Context: an optimization exercise on an open-source flow, tuned for small area, a short achievable clock period and few clock cycles per item. The choices shown serve that exercise and are no tape-out recipe.
Function was checked by simulation only, so behaviour that the tests miss may differ from the original.

[flow/design.v]
`timescale 1ns / 1ps
package fsc_pkg;
  localparam int FSC_FRAC_BITS = 16;
  localparam int NUM_PLANES = 6;
  localparam logic [2:0] PLANE_NONE = 3'd6;
  localparam logic [2:0] LAST_PLANE = 3'(NUM_PLANES - 1);
  localparam logic [1:0] OP_VIEW = 2'd0;
  localparam logic [1:0] OP_PROJ = 2'd1;
  localparam logic [1:0] OP_TEST = 2'd2;
  localparam logic [1:0] MODE_CLIP = 2'd0;
  localparam logic [1:0] MODE_SQ   = 2'd1;
  localparam logic [1:0] MODE_DIST = 2'd2;
  localparam logic [1:0] MODE_OFS  = 2'd3;
  typedef struct packed {
    logic       latch;
    logic       view_we;
    logic       proj_we;
    logic [3:0] view_addr;
    logic [3:0] proj_addr;
    logic       beat;
    logic [1:0] mode;
    logic       first;
    logic [1:0] sel_idx;
    logic       clip_store;
    logic       clip_sel;
    logic       sub;
    logic [1:0] co_j;
    logic       sqrt_start;
    logic       div_start;
    logic [1:0] div_j;
    logic       plane_we;
    logic [4:0] plane_addr;
  } fsc_cmd_t;
  typedef struct packed {
    logic sqrt_busy;
    logic div_busy;
    logic len_zero;
    logic acc_le0;
  } fsc_stat_t;
endpackage
`timescale 1ns / 1ps
module fsc_ram #(
  parameter int WIDTH = 32,
  parameter int DEPTH = 16
) (
  input  logic                     clk,
  input  logic                     we,
  input  logic [$clog2(DEPTH)-1:0] waddr,
  input  logic [WIDTH-1:0]         wdata,
  input  logic [$clog2(DEPTH)-1:0] raddr,
  output logic [WIDTH-1:0]         rdata
);
  logic [WIDTH-1:0] mem [DEPTH];
  always_ff @(posedge clk) begin
    if (we) begin
      mem[waddr] <= wdata;
    end
    rdata <= mem[raddr];
  end
endmodule
`timescale 1ns / 1ps
module fsc_dp #(
  parameter int FRAC_BITS = fsc_pkg::FSC_FRAC_BITS
) (
  input  logic               clk,
  input  logic               rst,
  input  fsc_pkg::fsc_cmd_t  cmd,
  output fsc_pkg::fsc_stat_t stat,
  input  logic signed [31:0] elem_value,
  input  logic signed [31:0] center_x,
  input  logic signed [31:0] center_y,
  input  logic signed [31:0] center_z,
  input  logic [30:0]        sphere_radius
);
  localparam int DW  = 32 + FRAC_BITS;
  localparam int DCW = $clog2(DW + 1);
  function automatic logic signed [31:0] sat32(input logic signed [65:0] x);
    logic signed [31:0] r;
    if (x > 66'sd2147483647) begin
      r = 32'sh7fffffff;
    end else if (x < -66'sd2147483648) begin
      r = 32'sh80000000;
    end else begin
      r = x[31:0];
    end
    sat32 = r;
  endfunction
  logic [31:0] view_rd, proj_rd, plane_rd, norm_val;
  fsc_ram #(.WIDTH(32), .DEPTH(16)) u_view (
    .clk(clk), .we(cmd.view_we), .waddr(cmd.view_addr), .wdata(elem_value),
    .raddr(cmd.view_addr), .rdata(view_rd)
  );
  fsc_ram #(.WIDTH(32), .DEPTH(16)) u_proj (
    .clk(clk), .we(cmd.proj_we), .waddr(cmd.proj_addr), .wdata(elem_value),
    .raddr(cmd.proj_addr), .rdata(proj_rd)
  );
  fsc_ram #(.WIDTH(32), .DEPTH(4 * fsc_pkg::NUM_PLANES)) u_plane (
    .clk(clk), .we(cmd.plane_we), .waddr(cmd.plane_addr), .wdata(norm_val),
    .raddr(cmd.plane_addr), .rdata(plane_rd)
  );
  logic signed [31:0] cx, cy, cz;
  logic [30:0]        rad;
  logic signed [31:0] co [4];
  logic signed [31:0] w_reg;
  logic        b1_valid, b2_valid, b1_first, b2_first;
  logic [1:0]  b1_mode, b2_mode, b1_sel;
  logic signed [31:0] op_a, op_b;
  logic signed [63:0] mul, ofs, prod;
  logic signed [65:0] term, acc;
  logic signed [31:0] acc_sat;
  logic signed [65:0] co_sum;
  always_comb begin
    case (b1_mode)
      fsc_pkg::MODE_CLIP: begin
        op_a = signed'(view_rd);
        op_b = signed'(proj_rd);
      end
      fsc_pkg::MODE_SQ: begin
        op_a = co[b1_sel];
        op_b = co[b1_sel];
      end
      fsc_pkg::MODE_DIST: begin
        op_a = signed'(plane_rd);
        case (b1_sel)
          2'd0:    op_b = cx;
          2'd1:    op_b = cy;
          default: op_b = cz;
        endcase
      end
      default: begin
        op_a = '0;
        op_b = '0;
      end
    endcase
  end
  assign mul  = op_a * op_b;
  assign ofs  = (64'(signed'(plane_rd)) + signed'(64'(rad))) <<< FRAC_BITS;
  assign term = (b2_mode == fsc_pkg::MODE_CLIP) ? 66'(prod >>> FRAC_BITS) : 66'(prod);
  assign acc_sat = sat32(acc);
  assign co_sum = cmd.sub ? (66'(w_reg) - 66'(acc_sat)) : (66'(w_reg) + 66'(acc_sat));
  always_ff @(posedge clk) begin
    if (rst) begin
      b1_valid <= 1'b0;
      b2_valid <= 1'b0;
    end else begin
      b1_valid <= cmd.beat;
      b2_valid <= b1_valid;
    end
  end
  always_ff @(posedge clk) begin
    b1_mode  <= cmd.mode;
    b1_first <= cmd.first;
    b1_sel   <= cmd.sel_idx;
    b2_mode  <= b1_mode;
    b2_first <= b1_first;
    if (b1_valid) begin
      prod <= (b1_mode == fsc_pkg::MODE_OFS) ? ofs : mul;
    end
    if (b2_valid) begin
      acc <= b2_first ? term : acc + term;
    end
    if (cmd.latch) begin
      cx  <= center_x;
      cy  <= center_y;
      cz  <= center_z;
      rad <= sphere_radius;
    end
    if (cmd.clip_store) begin
      if (!cmd.clip_sel) begin
        w_reg <= acc_sat;
      end else begin
        co[cmd.co_j] <= sat32(co_sum);
      end
    end
  end
  logic [63:0] sq_n, sq_res, sq_bit;
  logic        sq_busy;
  always_ff @(posedge clk) begin
    if (rst) begin
      sq_busy <= 1'b0;
    end else if (cmd.sqrt_start) begin
      sq_busy <= 1'b1;
    end else if (sq_busy && sq_bit == 64'd1) begin
      sq_busy <= 1'b0;
    end
  end
  always_ff @(posedge clk) begin
    if (cmd.sqrt_start) begin
      sq_n   <= acc[63:0];
      sq_res <= '0;
      sq_bit <= 64'd1 << 62;
    end else if (sq_busy) begin
      if (sq_n >= sq_res + sq_bit) begin
        sq_n   <= sq_n - (sq_res + sq_bit);
        sq_res <= (sq_res >> 1) + sq_bit;
      end else begin
        sq_res <= sq_res >> 1;
      end
      sq_bit <= sq_bit >> 2;
    end
  end
  logic [DW-1:0]  dv_q;
  logic [32:0]    dv_rem, dv_shift;
  logic [DCW-1:0] dv_cnt;
  logic           dv_busy, dv_neg, dv_big;
  logic [31:0]    dv_mag, len;
  logic signed [31:0] dv_x;
  assign len      = sq_res[31:0];
  assign dv_x     = co[cmd.div_j];
  assign dv_mag   = dv_x[31] ? (~dv_x + 32'd1) : dv_x;
  assign dv_shift = {dv_rem[31:0], dv_q[DW-1]};
  assign dv_big   = |dv_q[DW-1:31];
  always_ff @(posedge clk) begin
    if (rst) begin
      dv_busy <= 1'b0;
    end else if (cmd.div_start) begin
      dv_busy <= 1'b1;
    end else if (dv_busy && dv_cnt == DCW'(1)) begin
      dv_busy <= 1'b0;
    end
  end
  always_ff @(posedge clk) begin
    if (cmd.div_start) begin
      dv_neg <= dv_x[31];
      dv_q   <= {dv_mag, {FRAC_BITS{1'b0}}};
      dv_rem <= '0;
      dv_cnt <= DCW'(DW);
    end else if (dv_busy) begin
      if (dv_shift >= {1'b0, len}) begin
        dv_rem <= dv_shift - {1'b0, len};
        dv_q   <= {dv_q[DW-2:0], 1'b1};
      end else begin
        dv_rem <= dv_shift;
        dv_q   <= {dv_q[DW-2:0], 1'b0};
      end
      dv_cnt <= dv_cnt - DCW'(1);
    end
  end
  always_comb begin
    if (dv_big) begin
      norm_val = dv_neg ? 32'h80000000 : 32'h7fffffff;
    end else begin
      norm_val = dv_neg ? (~dv_q[31:0] + 32'd1) : dv_q[31:0];
    end
  end
  assign stat.sqrt_busy = sq_busy;
  assign stat.div_busy  = dv_busy;
  assign stat.len_zero  = (len == 32'd0);
  assign stat.acc_le0   = acc[65] || (acc == '0);
endmodule
`timescale 1ns / 1ps
module fsc_ctrl (
  input  logic              clk,
  input  logic              rst,
  input  logic              start,
  input  logic [1:0]        op,
  input  logic [3:0]        elem_index,
  input  fsc_pkg::fsc_stat_t stat,
  output fsc_pkg::fsc_cmd_t  cmd,
  output logic              busy,
  output logic              done,
  output logic              inside_res,
  output logic [2:0]        culling_plane
);
  localparam logic [3:0] S_IDLE     = 4'd0;
  localparam logic [3:0] S_EX_MAC   = 4'd1;
  localparam logic [3:0] S_WAIT     = 4'd2;
  localparam logic [3:0] S_EX_STORE = 4'd3;
  localparam logic [3:0] S_SQ_MAC   = 4'd4;
  localparam logic [3:0] S_SQRT_GO  = 4'd5;
  localparam logic [3:0] S_SQRT_RUN = 4'd6;
  localparam logic [3:0] S_DIV_GO   = 4'd7;
  localparam logic [3:0] S_DIV_RUN  = 4'd8;
  localparam logic [3:0] S_NEXT     = 4'd9;
  localparam logic [3:0] S_T_MAC    = 4'd10;
  localparam logic [3:0] S_T_CHK    = 4'd11;
  logic [3:0] state, state_next, ret_state, ret_state_next;
  logic       wcnt, wcnt_next;
  logic [2:0] p, p_next;
  logic [1:0] j, j_next, k, k_next;
  logic       sel, sel_next;
  logic       stale, stale_next;
  logic [5:0] degen, degen_next;
  logic       done_next, inside_next;
  logic [2:0] plane_next;
  logic [1:0] col;
  logic       sub;
  assign busy = (state != S_IDLE);
  assign col  = sel ? p[2:1] : 2'd3;
  assign sub  = (p == 3'd0) || (p == 3'd3) || (p == 3'd4);
  always_comb begin
    state_next     = state;
    ret_state_next = ret_state;
    wcnt_next      = wcnt;
    p_next         = p;
    j_next         = j;
    k_next         = k;
    sel_next       = sel;
    stale_next     = stale;
    degen_next     = degen;
    done_next      = 1'b0;
    inside_next    = 1'b0;
    plane_next     = fsc_pkg::PLANE_NONE;
    cmd            = '0;
    cmd.view_addr  = elem_index;
    cmd.proj_addr  = elem_index;
    case (state)
      S_IDLE: begin
        if (start) begin
          case (op)
            fsc_pkg::OP_VIEW: begin
              cmd.view_we = 1'b1;
              stale_next  = 1'b1;
              done_next   = 1'b1;
            end
            fsc_pkg::OP_PROJ: begin
              cmd.proj_we = 1'b1;
              stale_next  = 1'b1;
              done_next   = 1'b1;
            end
            fsc_pkg::OP_TEST: begin
              cmd.latch = 1'b1;
              p_next    = 3'd0;
              j_next    = 2'd0;
              k_next    = 2'd0;
              sel_next  = 1'b0;
              if (stale) begin
                degen_next = '0;
                state_next = S_EX_MAC;
              end else begin
                state_next = S_T_MAC;
              end
            end
            default: begin
              done_next = 1'b1;
            end
          endcase
        end
      end
      S_EX_MAC: begin
        cmd.beat      = 1'b1;
        cmd.mode      = fsc_pkg::MODE_CLIP;
        cmd.first     = (k == 2'd0);
        cmd.view_addr = {j, k};
        cmd.proj_addr = {k, col};
        k_next        = k + 2'd1;
        if (k == 2'd3) begin
          wcnt_next      = 1'b0;
          ret_state_next = S_EX_STORE;
          state_next     = S_WAIT;
        end
      end
      S_WAIT: begin
        wcnt_next = 1'b1;
        if (wcnt) begin
          wcnt_next  = 1'b0;
          state_next = ret_state;
        end
      end
      S_EX_STORE: begin
        cmd.clip_store = 1'b1;
        cmd.clip_sel   = sel;
        cmd.sub        = sub;
        cmd.co_j       = j;
        if (!sel) begin
          sel_next   = 1'b1;
          state_next = S_EX_MAC;
        end else begin
          sel_next = 1'b0;
          j_next   = j + 2'd1;
          if (j == 2'd3) begin
            state_next = S_SQ_MAC;
          end else begin
            state_next = S_EX_MAC;
          end
        end
      end
      S_SQ_MAC: begin
        cmd.beat    = 1'b1;
        cmd.mode    = fsc_pkg::MODE_SQ;
        cmd.first   = (j == 2'd0);
        cmd.sel_idx = j;
        j_next      = j + 2'd1;
        if (j == 2'd2) begin
          j_next         = 2'd0;
          wcnt_next      = 1'b0;
          ret_state_next = S_SQRT_GO;
          state_next     = S_WAIT;
        end
      end
      S_SQRT_GO: begin
        cmd.sqrt_start = 1'b1;
        state_next     = S_SQRT_RUN;
      end
      S_SQRT_RUN: begin
        if (!stat.sqrt_busy) begin
          if (stat.len_zero) begin
            degen_next[p] = 1'b1;
            state_next    = S_NEXT;
          end else begin
            j_next     = 2'd0;
            state_next = S_DIV_GO;
          end
        end
      end
      S_DIV_GO: begin
        cmd.div_start = 1'b1;
        cmd.div_j     = j;
        state_next    = S_DIV_RUN;
      end
      S_DIV_RUN: begin
        cmd.plane_addr = {p, j};
        if (!stat.div_busy) begin
          cmd.plane_we = 1'b1;
          j_next       = j + 2'd1;
          if (j == 2'd3) begin
            state_next = S_NEXT;
          end else begin
            state_next = S_DIV_GO;
          end
        end
      end
      S_NEXT: begin
        j_next   = 2'd0;
        k_next   = 2'd0;
        sel_next = 1'b0;
        if (p == fsc_pkg::LAST_PLANE) begin
          p_next     = 3'd0;
          stale_next = 1'b0;
          state_next = S_T_MAC;
        end else begin
          p_next     = p + 3'd1;
          state_next = S_EX_MAC;
        end
      end
      S_T_MAC: begin
        if (degen[p]) begin
          if (p == fsc_pkg::LAST_PLANE) begin
            done_next   = 1'b1;
            inside_next = 1'b1;
            state_next  = S_IDLE;
          end else begin
            p_next = p + 3'd1;
          end
        end else begin
          cmd.beat       = 1'b1;
          cmd.mode       = (k == 2'd3) ? fsc_pkg::MODE_OFS : fsc_pkg::MODE_DIST;
          cmd.first      = (k == 2'd0);
          cmd.sel_idx    = k;
          cmd.plane_addr = {p, k};
          k_next         = k + 2'd1;
          if (k == 2'd3) begin
            wcnt_next      = 1'b0;
            ret_state_next = S_T_CHK;
            state_next     = S_WAIT;
          end
        end
      end
      S_T_CHK: begin
        if (stat.acc_le0) begin
          done_next  = 1'b1;
          plane_next = p;
          state_next = S_IDLE;
        end else if (p == fsc_pkg::LAST_PLANE) begin
          done_next   = 1'b1;
          inside_next = 1'b1;
          state_next  = S_IDLE;
        end else begin
          p_next     = p + 3'd1;
          state_next = S_T_MAC;
        end
      end
      default: begin
        state_next = S_IDLE;
      end
    endcase
  end
  always_ff @(posedge clk) begin
    if (rst) begin
      state         <= S_IDLE;
      ret_state     <= S_IDLE;
      wcnt          <= 1'b0;
      p             <= 3'd0;
      j             <= 2'd0;
      k             <= 2'd0;
      sel           <= 1'b0;
      stale         <= 1'b1;
      degen         <= '0;
      done          <= 1'b0;
      inside_res    <= 1'b0;
      culling_plane <= fsc_pkg::PLANE_NONE;
    end else begin
      state         <= state_next;
      ret_state     <= ret_state_next;
      wcnt          <= wcnt_next;
      p             <= p_next;
      j             <= j_next;
      k             <= k_next;
      sel           <= sel_next;
      stale         <= stale_next;
      degen         <= degen_next;
      done          <= done_next;
      inside_res    <= inside_next;
      culling_plane <= plane_next;
    end
  end
endmodule
`timescale 1ns / 1ps
module frustum_sphere_cull_unit #(
  parameter int FRAC_BITS = fsc_pkg::FSC_FRAC_BITS
) (
  input  logic               clk,
  input  logic               rst,
  input  logic               start,
  output logic               busy,
  input  logic [1:0]         op,
  input  logic [3:0]         elem_index,
  input  logic signed [31:0] elem_value,
  input  logic signed [31:0] center_x,
  input  logic signed [31:0] center_y,
  input  logic signed [31:0] center_z,
  input  logic [30:0]        sphere_radius,
  output logic               done,
  output logic               inside_res,
  output logic [2:0]         culling_plane
);
  fsc_pkg::fsc_cmd_t  cmd;
  fsc_pkg::fsc_stat_t stat;
  fsc_ctrl u_ctrl (
    .clk(clk), .rst(rst), .start(start), .op(op), .elem_index(elem_index),
    .stat(stat), .cmd(cmd), .busy(busy), .done(done), .inside_res(inside_res),
    .culling_plane(culling_plane)
  );
  fsc_dp #(.FRAC_BITS(FRAC_BITS)) u_dp (
    .clk(clk), .rst(rst), .cmd(cmd), .stat(stat), .elem_value(elem_value),
    .center_x(center_x), .center_y(center_y), .center_z(center_z),
    .sphere_radius(sphere_radius)
  );
endmodule
[flow/run.sh]
#!/bin/bash
# synth_recipe.tcl (not shown) runs the flow's synth.tcl, then flattens the netlist and writes it again
# the make line also repeats each setting of config.mk as NAME=value (left out here)
make -C /OpenROAD-flow-scripts/flow DESIGN_CONFIG=/design/flow/config.mk WORK_HOME=/design/flow/orfs CLKGATE_MAP_FILE= SYNTH_SCRIPT=/design/flow/synth_recipe.tcl finish
[flow/config.mk]
export PLATFORM = sky130hd
export DESIGN_NAME = frustum_sphere_cull_unit
export DESIGN_NICKNAME = frustum_sphere_cull_unit
export VERILOG_FILES = /design/flow/design.v
export SDC_FILE = /design/flow/constraint.sdc
export NUM_CORES = 4
export LEC_CHECK = 0
export CAP_MARGIN = 20
export CORE_MARGIN = 2
export CORE_UTILIZATION = 35
export GPL_ROUTABILITY_DRIVEN = 1
export SLEW_MARGIN = 20
[flow/constraint.sdc]
create_clock -name core_clock -period 12.0 [get_ports {clk}]
set_input_delay 2.4000 -clock core_clock [delete_from_list [all_inputs] [get_ports {clk}]]
set_output_delay 2.4000 -clock core_clock [all_outputs]
set_load 0.01 [all_outputs]
==> results.txt <==
final timing paths:
check | start | slack (ns) | to | cells past startpoint
min | u_dp.b1_first$_DFF_P_ | 0.43 | u_dp.b2_first$_DFF_P_ | 0
max | u_dp.b1_sel[1]$_DFF_P_ | 0.51 | u_dp.prod[62]$_DFFE_PP_ | 29
min reg2reg | u_dp.b1_first$_DFF_P_ | 0.43 | u_dp.b2_first$_DFF_P_ | 0
max reg2reg | u_dp.b1_sel[1]$_DFF_P_ | 0.51 | u_dp.prod[62]$_DFFE_PP_ | 29
cell families after synthesis:
group,after synthesis,synth area share (%)
compound gates,2659,10.83
xor+xnor,414,2.357
fa+ha+maj,1579,18.06
buf+inv,1887,4.630
flops,2593,48.50
mux,445,5.103
simple gates,3667,10.52
cells in the mapped netlist, drive strengths merged, types with 65 or more instances:
cell type	number	share of area, %
o21a	87	0.42
o21ai	523	1.7
nor2b	98	0.40
and3	106	0.43
clkbuf	599	1.5
mux2i	156	1.0
nand2b	99	0.40
fa	1087	14
nand2	1561	3.8
o211ai	65	0.32
xnor2	258	1.5
nor2	1032	2.5
a21oi	818	2.6
a211oi	105	0.51
nand3	219	0.71
nor3	94	0.31
xor2	156	0.88
a22oi	291	1.4
a31oi	173	0.71
ha	492	4.0
a21o	194	0.94
and2	148	0.60
dfxtp	287	3.7
nand4	73	0.30
mux4	273	4.0
edfxtp	2306	45
buf	112	0.32
inv	1171	2.8
per-layer routing:
layer / wire [um] / GRT usage (%) / vias up
li1: - / - / 47170
met1: 199000 / 28.72 / 54450
met2: 230800 / 35.13 / 4652
met3: 41880 / 3.879 / 960
met4: 28250 / 10.73 / 4
met5: 19 / 0 / -
stage by stage:
stage	worst slack, ns	utilization (%)	cells
6_report	0.5134	39.53	19490
3_5_place_dp	0.8567	37.34	18940
4_1_cts	0.8343	39.52	19480
5_1_grt	0.3704	39.52	19490
3_3_place_gp	0.8611	37.34	18940
2_1_floorplan	2.058	-	13240
cell type report:
class	count	share of cell area (%)
Sequential cell	2593	43.05
Multi-Input combinational cell	8764	42.17
Clock buffer	392	4.584
Tap cell	5904	4.239
Inverter	1176	2.534
Timing Repair Buffer	505	2.457
Clock inverter	144	0.9406
Antenna cell	15	0.02154
==> results.json <==
{
  "drive_gt1_share_pct": 9.474,
  "reg_top3": "u_dp.u_plane.mem (768), u_dp.u_proj.mem (512), u_dp.u_view.mem (512)",
  "fin_worst_skew_ns": 0.06631,
  "end_kind": "register",
  "dp_hpwl_um": 347100,
  "initial_core_util_pct": 35.07,
  "postPlaceCellArea_mm2": 0.1646,
  "tightest_slew_ns": 1.292,
  "rsz0062_at_grt": "false",
  "yosysUniqueCellTypes": 93,
  "async_reset_ff_share_pct": 0,
  "clkLatencyLatePin_ns": 0.96,
  "final_cell_mix": "edfxtp_1 (2306), nand2_1 (1557), inv_1 (1167)",
  "core_mm2": 0.4408,
  "outcome": "finished clean",
  "syn_inst": 13240,
  "maxSlewHeadroom_pct": 13.30,
  "htreeDepth": 5,
  "ys.flop_type": "edfxtp_1",
  "antenna_found_initial": 45,
  "tns_ns": 0,
  "port-buffer-count": 173,
  "cp_common_cell": "fa_1",
  "ys_seq_area_share_pct": 48.50,
  "cts_setup_buffers": 0,
  "first_global_vias": 105400,
  "avgSynthCellArea_um2": 11.67,
  "postRouteAntennaNets": 0,
  "final_common_cell": "edfxtp_1",
  "post-route-drc-count": 0,
  "cts_tree": "done",
  "largest_reg_flops": 768,
  "overflow": 0,
  "clkSinkCount": 2593,
  "cp_max_fo": 51,
  "hold_slack_ns": 0.4335,
  "clkTransAtPathRegs_ns": 0.07,
  "drt-pass1-iter-count": 6,
  "setup_viol": 0,
  "top_register": "u_dp.u_plane.mem",
  "ys_warn_count": 4,
  "period_share_pct": 95.72,
  "grt_max_degree": 130,
  "numCtsBuffers": 292,
  "critPathMaxStageDelay_ns": 0.94,
  "synth_nets": 14990,
  "multiInputGateArea_mm2": 0.07349,
  "synth_edf_count": 2306,
  "cp.required_ns": 12.65,
  "post_drt_wl_per_cell_um": 25.64,
  "worstPathArrival_ns": 12.13,
  "min_period_ns": 11.49,
  "synth_seq_cells": 2593,
  "hold_viol": 0,
  "final_net_count": 15080,
  "grt_pass1_wl_um": 723100,
  "slew_viol_final": 0,
  "cts.hold.buffers_added": 0,
  "ctsLongestPathBuffers": 4,
  "seqCellArea_mm2": 0.07502,
  "crit_type": "reg -> reg",
  "syn_area_mm2": 0.1546,
  "crit_buf_inv": 5,
  "min_path_type": "reg -> reg",
  "fmax_mhz": 87.06,
  "area_growth_syn_to_layout_pct": 12.70,
  "die-area_mm2": 0.4471,
  "nFillCells": 41960,
  "cts-resized-gates": 0,
  "drt_iter0_drc": 11730,
  "drt_wl_total_um": 499900,
  "rows": 244,
  "vias_per_cell": 5.501,
  "clockRootBuffer": "clkbuf_16",
  "die_x_um": 668.7,
  "ios": 174,
  "fp.dieH_um": 668.7,
  "critPathSlowestCell": "a21oi_1",
  "maxCapViolCount": 0,
  "grt_usage_pct": 21.92,
  "critPathTopFamily": "adder cells",
  "post-route-cell-area_mm2": 0.1743,
  "startpoint_type": "register",
  "via_count": 107200,
  "gp_congestion": 1.011
}
Testbench counts, summed over its fixed seeds: cycles 148,407, tests 2,304.

## afterwards: timing with drivers on the ports
The flow's constraints put no driver on any port. The routed layout listed below was extracted and timed again, unchanged, in two steps. Step 1 sets driving cells, clkbuf_16 on the clock port and buf_2 on the other inputs (assumed; they add their load-dependent delay and slew). Step 2 moves the port delays by t, midway between the first and last clock arrival at a register: inputs arrive t later, outputs are due t later. That takes back most of the time a late clock gives input paths. Three values: ideal ports, drivers, drivers and shift; two values: the first two.
t, ns: 1.060
slack for setup (ns): 0.513 / 0.513 / 0.513
worst setup path at the end: register to register
After both steps setup and hold are still met in this run. For this run, drivers alone change the setup slack by 0.000 ns; drivers and shift together by 0.000 ns.
